From an optimization exercise on the open Yosys and OpenROAD flow, aimed at small area, a short achievable clock period and few clock cycles per item; shortcuts taken in it are not production practice.
The RTL was checked by simulation tests, not by an equivalence proof against the original design.
No activity file was given, so power comes from the tool's default toggle rates.

the baseline:
## apb_crc_mc
module apb_crc_mc #(
  parameter int DATA_WIDTH = 32,
  parameter int ADDR_WIDTH = 32,
  parameter int NUM_CH     = 4,
  parameter int CRC_WIDTH  = 32,
  parameter int FIFO_DEPTH = 4
) (
  input  logic                  clk,
  input  logic                  rstn,
  input  logic [ADDR_WIDTH-1:0] s_paddr,
  input  logic [DATA_WIDTH-1:0] s_pwdata,
  output logic [DATA_WIDTH-1:0] s_prdata,
  output logic                  s_pslverr,
  input  logic                  s_pwrite,
  input  logic                  s_psel,
  input  logic                  s_penable,
  output logic                  s_pready,
  input  logic [3:0]            s_pstrb
);
Size: roughly 4500 cells after synthesis, ~690 flip-flops, ~37000 um^2 of cells after synthesis.
clock: 6.0 ns
lec_check: 0
abc_clock_period_in_ps: 4000
cap_margin: 20
core_margin: 2
core_utilization: 55
setup_slack_margin: 1.5
slew_margin: 20
run.sh (not shown) runs the stock make flow with config.mk's settings and CLKGATE_MAP_FILE= SYNTH_SCRIPT=/design/flow/synth_recipe.tcl, a recipe that flattens the netlist after the stock synthesis.
Testbench counts of the baseline, summed over its fixed seeds: cycles 3,849, bytes 4,655.
--- input diff the baseline..the candidate ---
- SETUP_SLACK_MARGIN: 1.5 -> 2.5
- ABC_CLOCK_PERIOD_IN_PS: 4000 -> 3000
==> comparison <==
- No stage failed in the candidate, and the final checks on the layout all came back clean.
- Against the baseline, the candidate reports a cell area that is higher.
- [the candidate] final cell count rose 215 relative to the baseline
- On final clock skew: between the candidate and the baseline, it ends up lower for the baseline.
- Going from the baseline to the candidate, final setup slack of the worst path rose 0.38 ns; share of the core filled with cells rose 7.0 points.


Another version of the RTL of apb_crc_mc (not shown whole).
Size in the first run: about 3400 cells after synthesis, roughly 690 flip-flops, ~34000 um2 of cells after synthesis.
clock: 6.0 ns
lec_check: 0
abc_clock_period_in_ps: 3500
cap_margin: 20
core_margin: 2
core_utilization: 55
cts_buf_list: sky130_fd_sc_hd__clkbuf_16
cts_cluster_diameter: 100
cts_cluster_size: 25
setup_slack_margin: 2.4
slew_margin: 20
Testbench counts at the start, summed over its fixed seeds: cycles 3,849, bytes 4,655.
Change:
SETUP_SLACK_MARGIN = 3.0   (was 2.4)
- sequential share of layout area came out lower by 2.1 points
- critical path depth came out lower by 2
- area after synthesis does not change
- synthesized cell count does not change
- first-iteration DRC count came out higher by 6.7%
- via count came out higher by 3.3%


== build 67 ==
Starting RTL as in the previous note.
## apb_crc_mc
module apb_crc_mc #(
  parameter int DATA_WIDTH = 32,
  parameter int ADDR_WIDTH = 32,
  parameter int NUM_CH     = 4,
  parameter int CRC_WIDTH  = 32,
  parameter int FIFO_DEPTH = 4
) (
  input  logic                  clk,
  input  logic                  rstn,
  input  logic [ADDR_WIDTH-1:0] s_paddr,
  input  logic [DATA_WIDTH-1:0] s_pwdata,
  output logic [DATA_WIDTH-1:0] s_prdata,
  output logic                  s_pslverr,
  input  logic                  s_pwrite,
  input  logic                  s_psel,
  input  logic                  s_penable,
  output logic                  s_pready,
  input  logic [3:0]            s_pstrb
);
==> flow/config.mk <==
export PLATFORM = sky130hd
export DESIGN_NAME = apb_crc_mc
export DESIGN_NICKNAME = apb_crc_mc
export VERILOG_FILES = /design/flow/design.v
export SDC_FILE = /design/flow/constraint.sdc
export NUM_CORES = 4
export LEC_CHECK = 0
export ABC_CLOCK_PERIOD_IN_PS = 3500
export CAP_MARGIN = 20
export CORE_MARGIN = 2
export CORE_UTILIZATION = 55
export CTS_BUF_LIST = sky130_fd_sc_hd__clkbuf_16
export CTS_CLUSTER_DIAMETER = 100
export CTS_CLUSTER_SIZE = 25
export SETUP_SLACK_MARGIN = 3.3
export SLEW_MARGIN = 20
==> flow/constraint.sdc <==
create_clock -name core_clock -period 6.0 [get_ports {clk}]
set_input_delay 1.2000 -clock core_clock [delete_from_list [all_inputs] [get_ports {clk}]]
set_output_delay 1.2000 -clock core_clock [all_outputs]
set_load 0.01 [all_outputs]
No stage failed in build 67, and the final checks on the layout all came back clean.
Testbench counts of build 67, summed over its fixed seeds: cycles 3,849, bytes 4,655.
Here is what was changed in the inputs of build 57 compared with build 67.
- changing SETUP_SLACK_MARGIN from 3.3 to 2.8
Results
Clock transition at the registers of the reported paths delta (build 67 -> build 57): insignificant
Fmax: build 57 higher than build 67
Build 57 vs build 67: routed wire length on met2 down by a few percent
Relative to build 67, the net load switching power measured on build 57 has increased by a few percent.
Via count: build 57 vs build 67 down about 4.3%
Fraction of power consumed by combinational cells | build 57 below build 67
On number of antenna repair diodes, the higher figure sits with build 57, not build 67.
Input changes introduced in build 89 (baseline for comparison: build 57):
- a change of SETUP_SLACK_MARGIN from 2.8 to 2.5
==> comparison <==
- Cell area | build 89 below build 57
- Global placer's final weighted congestion went up by a few percent going from build 57 to build 89.
- Cmp build 89 vs build 57: critical path depth lower in build 89
- Worst-case reg-to-reg path depth (lower): build 89
- Comparing build 89 with build 57, the count of nets left with antenna violations after detail routing came out essentially unchanged.
- Looking at count of fill cells added during filler insertion, build 89 sits about 4% above build 57.
- Going from build 57 to build 89, setup slack after layout -0.077 ns; clock share of power went down; core utilization of the finished layout dropped 2.6 points.
For build 14, these inputs were changed with respect to build 89:
- SETUP_SLACK_MARGIN changed from 2.5 to 2.0
Build 14: flow completed, timing, DRC and antenna clean
[compare] base=build 89 new=build 14: number of gates resized after CTS down about 90%; fraction of standard cell area in multi-input logic rose by 0.92 points; share of the cycle needed by the critical path after routing increased 4.0 points; share of cell area taken by flip-flops and latches up 2.8 points.
The combined flip-flop and latch cell area reported for build 14 is smaller than that of build 89 by about 0.35%.
Build 89 reports its cell type of the slowest stage on the worst timing path as sky130_fd_sc_hd__xnor3_1 while build 14 reports sky130_fd_sc_hd__dfxtp_4.
Compared with build 89, build 14 shows worst slack after detailed placement higher by 0.23 ns.
Against build 89, global-route wire length before repair in build 14 came out better.
Critical path depth is higher on build 89
Sort build 89 and build 14 by clock period minus worst slack desc -> top: build 14

==> re-timing with driven ports <==
Ports are ideal in the flow. The routed layouts listed here were re-timed in OpenROAD. Step 1 assumes that a clkbuf_16 drives the clock port and a buf_2 every other input. Step 2, shift: input delay + t, output delay - t, t = (earliest + latest rising clock arrival at the registers) / 2. This alone moves slack from input paths to output paths. Slacks: no drivers / after step 1 / after step 2; pairs: no drivers / after step 1.
run	t (ns)	slack for setup (ns)	worst hold slack (ns)	latest minus earliest clock arrival (ns)
the baseline	0.699	1.620 / 1.620 / 1.451	0.451 / 0.451 / 0.451	0.026 / 0.026
the candidate	0.710	2.001 / 2.001 / 1.903	0.451 / 0.451 / 0.451	0.037 / 0.037
the first run of note 2	0.667	2.325 / 2.325 / 1.855	0.337 / 0.337 / 0.337	0.042 / 0.042
the second run of note 2	0.656	2.430 / 2.430 / 2.003	0.347 / 0.347 / 0.347	0.021 / 0.020
build 67	0.647	2.388 / 2.388 / 2.183	0.341 / 0.341 / 0.341	0.030 / 0.031
build 57	0.671	2.422 / 2.422 / 2.042	0.336 / 0.336 / 0.336	0.033 / 0.033
build 89	0.653	2.345 / 2.345 / 1.996	0.352 / 0.352 / 0.352	0.030 / 0.029
build 14	0.651	2.106 / 2.106 / 1.613	0.343 / 0.343 / 0.343	0.042 / 0.042
After both steps every run listed still meets setup and hold. For build 14, which loses most, drivers alone change the setup slack by 0.000 ns; drivers and shift together by -0.493 ns.
